This design comes from an exercise in tuning for small area, a short achievable clock period and few clock cycles per item on the open sky130 flow, not from production work.
RTL that was checked went through simulation tests only; none was proved equivalent to the original.
Power figures rest on the tool's default switching activity, not on a simulated workload.

==> flow/design.v (excerpt) <==
module rolling_hash_substring_counter_top (
  input  logic        clk,
  input  logic        rst_n,
  input  logic        in_valid,
  output logic        in_ready,
  input  logic [1:0]  in_op,
  input  logic [7:0]  in_char,
  output logic        out_valid,
  input  logic        out_ready,
  output logic        out_match,
  output logic [15:0] out_start,
  output logic [15:0] out_count
);
For scale: roughly 3300 cells after synthesis, about 910 flip-flops, roughly 49 I/O pins, about 46000 µm² of cells after synthesis.
Settings: LEC_CHECK=0, ABC_CLOCK_PERIOD_IN_PS=3100, CAP_MARGIN=20, CORE_MARGIN=2, CORE_UTILIZATION=60, CTS_CLUSTER_DIAMETER=80, CTS_CLUSTER_SIZE=28, SETUP_SLACK_MARGIN=3.9, SLEW_MARGIN=20, SYNTH_HIERARCHICAL=1, SYNTH_MINIMUM_KEEP_SIZE=0; clock period 7.0 ns.
run.sh (not shown) runs the stock make flow with config.mk's settings and CLKGATE_MAP_FILE= SYNTH_SCRIPT=/design/flow/synth_recipe.tcl, a recipe that flattens the netlist after the stock synthesis.
Then changed:
--- a/flow/design.v
+++ b/flow/design.v
@@ -62,22 +62,21 @@
     for (int i = 0; i < 4; i++) begin
       bo[i] = cx[2*i+1] ^ cx[2*i];
       bt[i] = (cx[2*i+2] & ~cx[2*i+1] & ~cx[2*i]) | (~cx[2*i+2] & cx[2*i+1] & cx[2*i]);
       bn[i] = cx[2*i+2];
     end
   end
   always_ff @(posedge clk) begin
     s0_op  <= in_op;
+    s0_chr <= in_char;
     s0_bo  <= bo;
     s0_bt  <= bt;
     s0_bn  <= bn;
   end
-  assign s0_chr = {s0_bn[3], s0_bo[3] ^ s0_bn[2], s0_bn[2], s0_bo[2] ^ s0_bn[1],
-                   s0_bn[1], s0_bo[1] ^ s0_bn[0], s0_bn[0], s0_bo[0]};
   assign in_ready = rdy_r;
 endmodule
 module rhsc_queue (
   input  logic        clk,
   input  logic        rst_n,
   input  logic        r_push,
   input  logic        r_match,
   input  logic        r_restart,
@@ -2012,44 +2011,47 @@
   assign ct_w233 = t_r[1] ^ ct_w231 ^ ct_w232;
   assign ct_w234 = ct_w220 ^ ct_w222 ^ ct_w233;
   assign ct_w235 = ct_w224 ^ ct_w226 ^ ct_w234;
   assign ct_w236 = ct_w228 ^ ct_w235 ^ ct_w230;
   assign ca = {ct_w236, ct_w218, ct_w208, ct_w198, ct_w188, ct_w178, ct_w168, ct_w160, ct_w152, ct_w144, ct_w143, ct_w128, ct_w120, ct_w112, ct_w104, ct_w103, ct_w88, ct_w80, ct_w72, ct_w69, ct_w61, ct_w55, ct_w42, ct_w36, ct_w30, ct_w27, ct_w18, ct_w14, ct_w10, ct_w7, ct_w5, nj[0]};
   assign cb = {1'b0, ct_w229, ct_w217, ct_w207, ct_w197, ct_w187, ct_w177, ct_w167, ct_w159, ct_w151, ct_w136, ct_w135, ct_w127, ct_w119, ct_w111, ct_w96, ct_w95, ct_w87, ct_w79, ct_w71, ct_w63, ct_w48, ct_w47, ct_w41, ct_w35, ct_w29, ct_w23, ct_w17, ct_w13, ct_w9, ct_w3, ct_w1};
   logic       restart_r;
   logic [6:0] klen3_r;
-  logic       s4_text, s4_elig;
   always_ff @(posedge clk) begin
     if (!rst_n) begin
       restart_r <= 1'b1;
       klen3_r   <= '0;
     end else begin
       if (s3_clr) klen3_r <= '0;
       else if (s3_key) klen3_r <= klen3_r + 1'b1;
       if (s3_clr || s3_key) restart_r <= 1'b1;
-      else if (s4_text) restart_r <= 1'b0;
+      else if (s3_text) restart_r <= 1'b0;
     end
   end
   logic [7:0] eq_r;
+  logic       s4_text, s4_elig, s4_rs;
+  logic [6:0] s4_klen;
   always_ff @(posedge clk) begin
     if (!rst_n) begin
       s4_text <= 1'b0;
     end else begin
       s4_text <= s3_text;
     end
   end
   always_ff @(posedge clk) begin
     for (int g = 0; g < 8; g++) eq_r[g] <= &(ca[4*g +: 4] ^ cb[4*g +: 4]);
     s4_elig <= s3_elig;
+    s4_rs   <= restart_r;
+    s4_klen <= klen3_r;
   end
   assign r_push    = s4_text;
   assign r_match   = s4_elig && (&eq_r);
-  assign r_restart = restart_r;
-  assign r_klen    = klen3_r;
+  assign r_restart = s4_rs;
+  assign r_klen    = s4_klen;
 endmodule
 module rhsc_fa (
   input  logic a,
   input  logic b,
   input  logic c,
   output logic s,
   output logic co
 );
Effect:
- clock skew increases by 0.0048 ns
- clock-buffer cell count goes up by 2
- final area went up slightly
- cell count came out higher slightly
- core utilization fell by 0.29 points
- combinational power is about the same
- non-clock buffer count is higher by 5
Testbench counts after the change, summed over its fixed seeds: cycles 24,804, items 22,232.
For the first run of this note, only the layout was checked, not whether the RTL still works.

== main ==
Another version of the RTL of rolling_hash_substring_counter_top (not shown whole).
For scale: about 880 flip-flops.
==> module rhsc_queue, before the edit <==
module rhsc_queue (
  input  logic        clk,
  input  logic        rst_n,
  input  logic        r_push,
  input  logic        r_match,
  input  logic        r_restart,
  input  logic [6:0]  r_klen,
  output logic        res_pop,
  output logic        out_valid,
  input  logic        out_ready,
  output logic        out_match,
  output logic [15:0] out_start,
  output logic [15:0] out_count
);
  localparam int D  = rhsc_pkg::RQ_DEPTH;
  localparam int AW = $clog2(D);
  logic [8:0]    q_mem [D];
  logic [AW-1:0] wp_r, rp_r;
  logic [AW:0]   cnt_r;
  logic          q_nonempty;
  logic          load;
  logic [8:0]    e;
  logic          ov_r;
  logic          om_r;
  logic [15:0]   os_r;
  logic [15:0]   cnt_out_r;    
  logic [15:0]   pn_r;         
  assign q_nonempty = (cnt_r != '0);
  assign res_pop    = ov_r && out_ready;
  assign load       = q_nonempty && (!ov_r || out_ready);
  assign e          = q_mem[rp_r];
  function automatic logic [AW-1:0] inc(input logic [AW-1:0] p);
    inc = (p == AW'(D - 1)) ? '0 : p + 1'b1;
  endfunction
  always_ff @(posedge clk) begin
    if (!rst_n) begin
      wp_r  <= '0;
      rp_r  <= '0;
      cnt_r <= '0;
    end else begin
      if (r_push) wp_r <= inc(wp_r);
      if (load)   rp_r <= inc(rp_r);
      if (r_push && !load) cnt_r <= cnt_r + 1'b1;
      else if (!r_push && load) cnt_r <= cnt_r - 1'b1;
    end
  end
  always_ff @(posedge clk) begin
    if (r_push) q_mem[wp_r] <= {r_match, r_restart, r_klen};
  end
  logic [15:0] b_r;
  logic        e_match, e_rs;
  logic [6:0]  e_klen;
  logic [15:0] pcur, scur, n0, n1;
  logic        psat;
  assign e_match = e[8];
  assign e_rs    = e[7];
  assign e_klen  = e[6:0];
  assign pcur    = e_rs ? 16'd0 : pn_r;
  assign scur    = e_rs ? (16'd1 - 16'(e_klen)) : b_r;
  assign psat    = (pcur == 16'hFFFF);
  assign n0      = e_rs ? 16'd0 : cnt_out_r;
  assign n1      = (e_match && n0 != 16'hFFFF) ? n0 + 1'b1 : n0;
  always_ff @(posedge clk) begin
    if (!rst_n) begin
      ov_r      <= 1'b0;
      cnt_out_r <= '0;
      pn_r      <= '0;
    end else begin
      if (load) begin
        ov_r      <= 1'b1;
        cnt_out_r <= n1;
        pn_r      <= psat ? pcur : pcur + 1'b1;
      end else if (res_pop) begin
        ov_r      <= 1'b0;
      end
    end
  end
  always_ff @(posedge clk) begin
    if (load) begin
      om_r <= e_match;
      os_r <= e_match ? scur : 16'd0;
      b_r  <= psat ? scur : scur + 1'b1;
    end
  end
  assign out_valid = ov_r;
  assign out_match = om_r;
  assign out_start = os_r;
  assign out_count = cnt_out_r;
endmodule
==> flow/config.mk <==
export PLATFORM = sky130hd
export DESIGN_NAME = rolling_hash_substring_counter_top
export DESIGN_NICKNAME = rolling_hash_substring_counter_top
export VERILOG_FILES = /design/flow/design.v
export SDC_FILE = /design/flow/constraint.sdc
export NUM_CORES = 4
export LEC_CHECK = 0
export ABC_CLOCK_PERIOD_IN_PS = 3400
export CAP_MARGIN = 20
export CORE_MARGIN = 2
export CORE_UTILIZATION = 60
export SETUP_SLACK_MARGIN = 3.6
export SLEW_MARGIN = 20
export SYNTH_HIERARCHICAL = 1
export SYNTH_MINIMUM_KEEP_SIZE = 0
==> flow/constraint.sdc <==
create_clock -name core_clock -period 7.0 [get_ports {clk}]
set_input_delay 1.4000 -clock core_clock [delete_from_list [all_inputs] [get_ports {clk}]]
set_output_delay 1.4000 -clock core_clock [all_outputs]
set_load 0.01 [all_outputs]
The following lists how the feature branch was set up differently from main:
diff --git a/flow/design.v b/flow/design.v
--- a/flow/design.v
+++ b/flow/design.v
@@ -103,42 +103,48 @@
   always_ff @(posedge clk) begin
     if (r_push) q_mem[wp_r] <= {r_match, r_restart, r_klen};
   end
   logic [15:0] b_r;
   logic        e_match, e_rs;
   logic [6:0]  e_klen;
-  logic [15:0] pcur, scur, n0, n1;
-  logic        psat;
+  logic [15:0] st_rs, n_inc, pn_inc, b_inc;
+  logic        n_sat, pn_sat;
   assign e_match = e[8];
   assign e_rs    = e[7];
   assign e_klen  = e[6:0];
-  assign pcur    = e_rs ? 16'd0 : pn_r;
-  assign scur    = e_rs ? (16'd1 - 16'(e_klen)) : b_r;
-  assign psat    = (pcur == 16'hFFFF);
-  assign n0      = e_rs ? 16'd0 : cnt_out_r;
-  assign n1      = (e_match && n0 != 16'hFFFF) ? n0 + 1'b1 : n0;
+  assign st_rs   = 16'd1 - 16'(e_klen);        
+  assign n_sat   = (cnt_out_r == 16'hFFFF);
+  assign pn_sat  = (pn_r == 16'hFFFF);
+  assign n_inc   = n_sat  ? cnt_out_r : cnt_out_r + 1'b1;
+  assign pn_inc  = pn_sat ? pn_r : pn_r + 1'b1;
+  assign b_inc   = pn_sat ? b_r : b_r + 1'b1;
   always_ff @(posedge clk) begin
     if (!rst_n) begin
       ov_r      <= 1'b0;
       cnt_out_r <= '0;
       pn_r      <= '0;
     end else begin
       if (load) begin
         ov_r      <= 1'b1;
-        cnt_out_r <= n1;
-        pn_r      <= psat ? pcur : pcur + 1'b1;
+        if (e_rs) begin
+          cnt_out_r <= {15'd0, e_match};
+          pn_r      <= 16'd1;
+        end else begin
+          cnt_out_r <= e_match ? n_inc : cnt_out_r;
+          pn_r      <= pn_inc;
+        end
       end else if (res_pop) begin
         ov_r      <= 1'b0;
       end
     end
   end
   always_ff @(posedge clk) begin
     if (load) begin
       om_r <= e_match;
-      os_r <= e_match ? scur : 16'd0;
-      b_r  <= psat ? scur : scur + 1'b1;
+      os_r <= !e_match ? 16'd0 : (e_rs ? st_rs : b_r);
+      b_r  <= e_rs ? st_rs + 16'd1 : b_inc;
     end
   end
   assign out_valid = ov_r;
   assign out_match = om_r;
   assign out_start = os_r;
   assign out_count = cnt_out_r;
Notes after the runs:
Compared with main, in the feature branch post-synthesis share of cell area spent on and, or, nand and nor gates fell 0.43 points, power in combinational cells fell about 2%. Against main, the feature branch reports a layout multi-input combinational cell count that is lower. Changes observed in the feature branch relative to main: die area decreased by 0.55% relative to the old numbers, total routed wirelength increased by 1.2% relative to the old numbers, global-route usage increased by 0.23 points relative to the old numbers.
No functional check of the RTL was part of any run of this note.

Another version of the RTL of rolling_hash_substring_counter_top (not shown whole).
Size: roughly 910 flip-flops, roughly 49 I/O pins, roughly 0.046 sq mm of cells after synthesis.
Settings: LEC_CHECK=0, ABC_CLOCK_PERIOD_IN_PS=3100, CAP_MARGIN=20, CORE_MARGIN=2, CORE_UTILIZATION=60, CTS_CLUSTER_DIAMETER=80, CTS_CLUSTER_SIZE=28, SETUP_SLACK_MARGIN=3.9, SLEW_MARGIN=20, SYNTH_HIERARCHICAL=1, SYNTH_MINIMUM_KEEP_SIZE=0; clock period 7.0 ns.
The baseline finished clean.
Testbench counts at the start, summed over its fixed seeds: cycles 24,804, items 22,232.
Then changed:
--- a/flow/design.v
+++ b/flow/design.v
@@ -92,26 +92,25 @@
   localparam int D  = rhsc_pkg::RQ_DEPTH;
   localparam int AW = $clog2(D);
   logic [8:0]    q_mem [D];
   logic [AW-1:0] wp_r, rp_r;
   logic [D-1:0]  cnt_r;        
   logic          q_nonempty;
   logic          load;
   logic [8:0]    e;
   logic          ov_r;
   logic          om_r;
   logic [15:0]   os_r;
   logic [15:0]   cnt_out_r;    
-  logic [6:0]    nl_r;         
-  logic          lz_r;         
+  logic [15:0]   pn_r;         
   logic       byp;             
   logic       avail;
   logic       q_pop, q_push;
   assign q_nonempty = cnt_r[0];
   assign byp        = !q_nonempty;
   assign avail      = q_nonempty || r_push;
   assign res_pop    = ov_r && out_ready;
   assign load       = avail && (!ov_r || out_ready);
   assign q_pop      = load && q_nonempty;
   assign q_push     = r_push && !(load && byp);
   assign e          = byp ? {r_match, r_restart, r_klen} : q_mem[rp_r];
   function automatic logic [AW-1:0] inc(input logic [AW-1:0] p);
@@ -129,51 +128,52 @@
         cnt_r <= {cnt_r[D-2:0], 1'b1};
       end else if (!q_push && q_pop) begin
         cnt_r <= {1'b0, cnt_r[D-1:1]};
       end
     end
   end
   always_ff @(posedge clk) begin
     if (q_push) q_mem[wp_r] <= {r_match, r_restart, r_klen};
   end
   logic [15:0] b_r;
   logic        e_match, e_rs;
   logic [6:0]  e_klen;
-  logic [15:0] st_rs, n_inc, b_inc;
+  logic [15:0] st_rs, n_inc, pn_inc, b_inc;
   logic        n_sat, pn_sat;
   assign e_match = e[8];
   assign e_rs    = e[7];
   assign e_klen  = e[6:0];
   assign st_rs   = 16'd1 - 16'(e_klen);        
   assign n_sat   = (cnt_out_r == 16'hFFFF);
-  assign pn_sat  = lz_r ? (b_r == 16'd0) : (b_r[15:7] == 9'h1FF && b_r[6:0] == nl_r);
+  assign pn_sat  = (pn_r == 16'hFFFF);
   assign n_inc   = n_sat  ? cnt_out_r : cnt_out_r + 1'b1;
+  assign pn_inc  = pn_sat ? pn_r : pn_r + 1'b1;
   assign b_inc   = pn_sat ? b_r : b_r + 1'b1;
   always_ff @(posedge clk) begin
     if (!rst_n) begin
       ov_r <= 1'b0;
     end else if (load) begin
       ov_r <= 1'b1;
     end else if (res_pop) begin
       ov_r <= 1'b0;
     end
   end
   always_ff @(posedge clk) begin
     if (load) begin
       if (e_rs) begin
         cnt_out_r <= {15'd0, e_match};
-        nl_r      <= 7'd0 - e_klen;
-        lz_r      <= (e_klen == 7'd0);
+        pn_r      <= 16'd1;
       end else begin
         cnt_out_r <= e_match ? n_inc : cnt_out_r;
+        pn_r      <= pn_inc;
       end
     end
   end
   always_ff @(posedge clk) begin
     if (load) begin
       om_r <= e_match;
       os_r <= !e_match ? 16'd0 : (e_rs ? st_rs : b_r);
       b_r  <= e_rs ? st_rs + 16'd1 : b_inc;
     end
   end
   assign out_valid = ov_r;
   assign out_match = om_r;
@@ -2008,52 +2008,55 @@
   assign ct_w229 = ct_w216 ^ ct_w227;
   assign ct_w230 = ct_w216 & ct_w227;
   assign ct_w231 = 1'b1 ^ nj[31] ^ j_r[26];
   assign ct_w232 = ~a_r[12] ^ ~a_r[13] ^ t_r[6];
   assign ct_w233 = t_r[1] ^ ct_w231 ^ ct_w232;
   assign ct_w234 = ct_w220 ^ ct_w222 ^ ct_w233;
   assign ct_w235 = ct_w224 ^ ct_w226 ^ ct_w234;
   assign ct_w236 = ct_w228 ^ ct_w235 ^ ct_w230;
   assign ca = {ct_w236, ct_w218, ct_w208, ct_w198, ct_w188, ct_w178, ct_w168, ct_w160, ct_w152, ct_w144, ct_w143, ct_w128, ct_w120, ct_w112, ct_w104, ct_w103, ct_w88, ct_w80, ct_w72, ct_w69, ct_w61, ct_w55, ct_w42, ct_w36, ct_w30, ct_w27, ct_w18, ct_w14, ct_w10, ct_w7, ct_w5, nj[0]};
   assign cb = {1'b0, ct_w229, ct_w217, ct_w207, ct_w197, ct_w187, ct_w177, ct_w167, ct_w159, ct_w151, ct_w136, ct_w135, ct_w127, ct_w119, ct_w111, ct_w96, ct_w95, ct_w87, ct_w79, ct_w71, ct_w63, ct_w48, ct_w47, ct_w41, ct_w35, ct_w29, ct_w23, ct_w17, ct_w13, ct_w9, ct_w3, ct_w1};
   logic       restart_r;
   logic [6:0] klen3_r;
-  logic       s4_text, s4_elig;
   always_ff @(posedge clk) begin
     if (!rst_n) begin
       restart_r <= 1'b1;
       klen3_r   <= '0;
     end else begin
       if (s3_clr) klen3_r <= '0;
       else if (s3_key) klen3_r <= klen3_r + 1'b1;
       if (s3_clr || s3_key) restart_r <= 1'b1;
-      else if (s4_text) restart_r <= 1'b0;
+      else if (s3_text) restart_r <= 1'b0;
     end
   end
   logic [7:0] eq_r;
+  logic       s4_text, s4_elig, s4_rs;
+  logic [6:0] s4_klen;
   always_ff @(posedge clk) begin
     if (!rst_n) begin
       s4_text <= 1'b0;
     end else begin
       s4_text <= s3_text;
     end
   end
   always_ff @(posedge clk) begin
     for (int g = 0; g < 8; g++) eq_r[g] <= &(ca[4*g +: 4] ^ cb[4*g +: 4]);
     s4_elig <= s3_elig;
+    s4_rs   <= restart_r;
+    s4_klen <= klen3_r;
   end
   assign r_push    = s4_text;
   assign r_match   = s4_elig && (&eq_r);
-  assign r_restart = restart_r;
-  assign r_klen    = klen3_r;
+  assign r_restart = s4_rs;
+  assign r_klen    = s4_klen;
 endmodule
 module rhsc_fa (
   input  logic a,
   input  logic b,
   input  logic c,
   output logic s,
   output logic co
 );
   assign s  = a ^ b ^ c;
   assign co = (a & b) | (a & c) | (b & c);
 endmodule
 module rolling_hash_substring_counter_top (
Effect:
- clock skew rose by 15 ps
- area after synthesis came out higher by about 0.8%
- total power goes up by about 1.6%
- worst setup slack gets better by 4.8 ps
- die area climbs by 0.81%
- wire length goes down by 0.63%
- via count barely changes
- worst hold slack gets worse by 3.9 ps
- non-clock buffer count shrinks by 42
- first-iteration DRC count goes down by about 8%
- final area stays flat
- sequential share of layout area increases by 0.86 points
- utilization falls by 0.97 points
- synthesized cell count increases by 1.1%
Testbench counts after the change, summed over its fixed seeds: cycles 24,804, items 22,232.

==> what the ideal ports hide <==
How much do the figures lean on ideal ports? The routed layouts below were timed once more, with nothing changed but the port constraints. Step 1, drivers: a clkbuf_16 drives clk and a buf_2 each remaining input, both assumed. Step 2 adds t to the input delays and takes it off the output delays; t is the mean of the earliest and latest rising clock arrival at the registers after step 1. Input paths then give back, and output paths get back, about the clock's delay inside the block. Slacks: no drivers / after step 1 / after step 2; pairs: no drivers / after step 1.
run	t, ns	setup slack, ns	hold WS [ns]	worst register clock-pin slew, ns
the first run of note 1	0.698	3.928 / 3.902 / 3.465	0.342 / 0.342 / 0.342	0.11 / 0.11
the second run of note 1	0.686	3.906 / 3.906 / 3.356	0.335 / 0.335 / 0.335	0.11 / 0.11
main	0.716	3.543 / 3.543 / 3.122	0.385 / 0.385 / 0.385	0.07 / 0.07
the feature branch	0.710	3.536 / 3.536 / 3.220	0.333 / 0.333 / 0.333	0.07 / 0.07
the first run of note 3	0.714	3.945 / 3.902 / 3.394	0.344 / 0.344 / 0.344	0.11 / 0.11
the second run of note 3	0.703	3.950 / 3.902 / 3.399	0.340 / 0.340 / 0.340	0.12 / 0.12
After both steps every run listed still meets setup and hold.
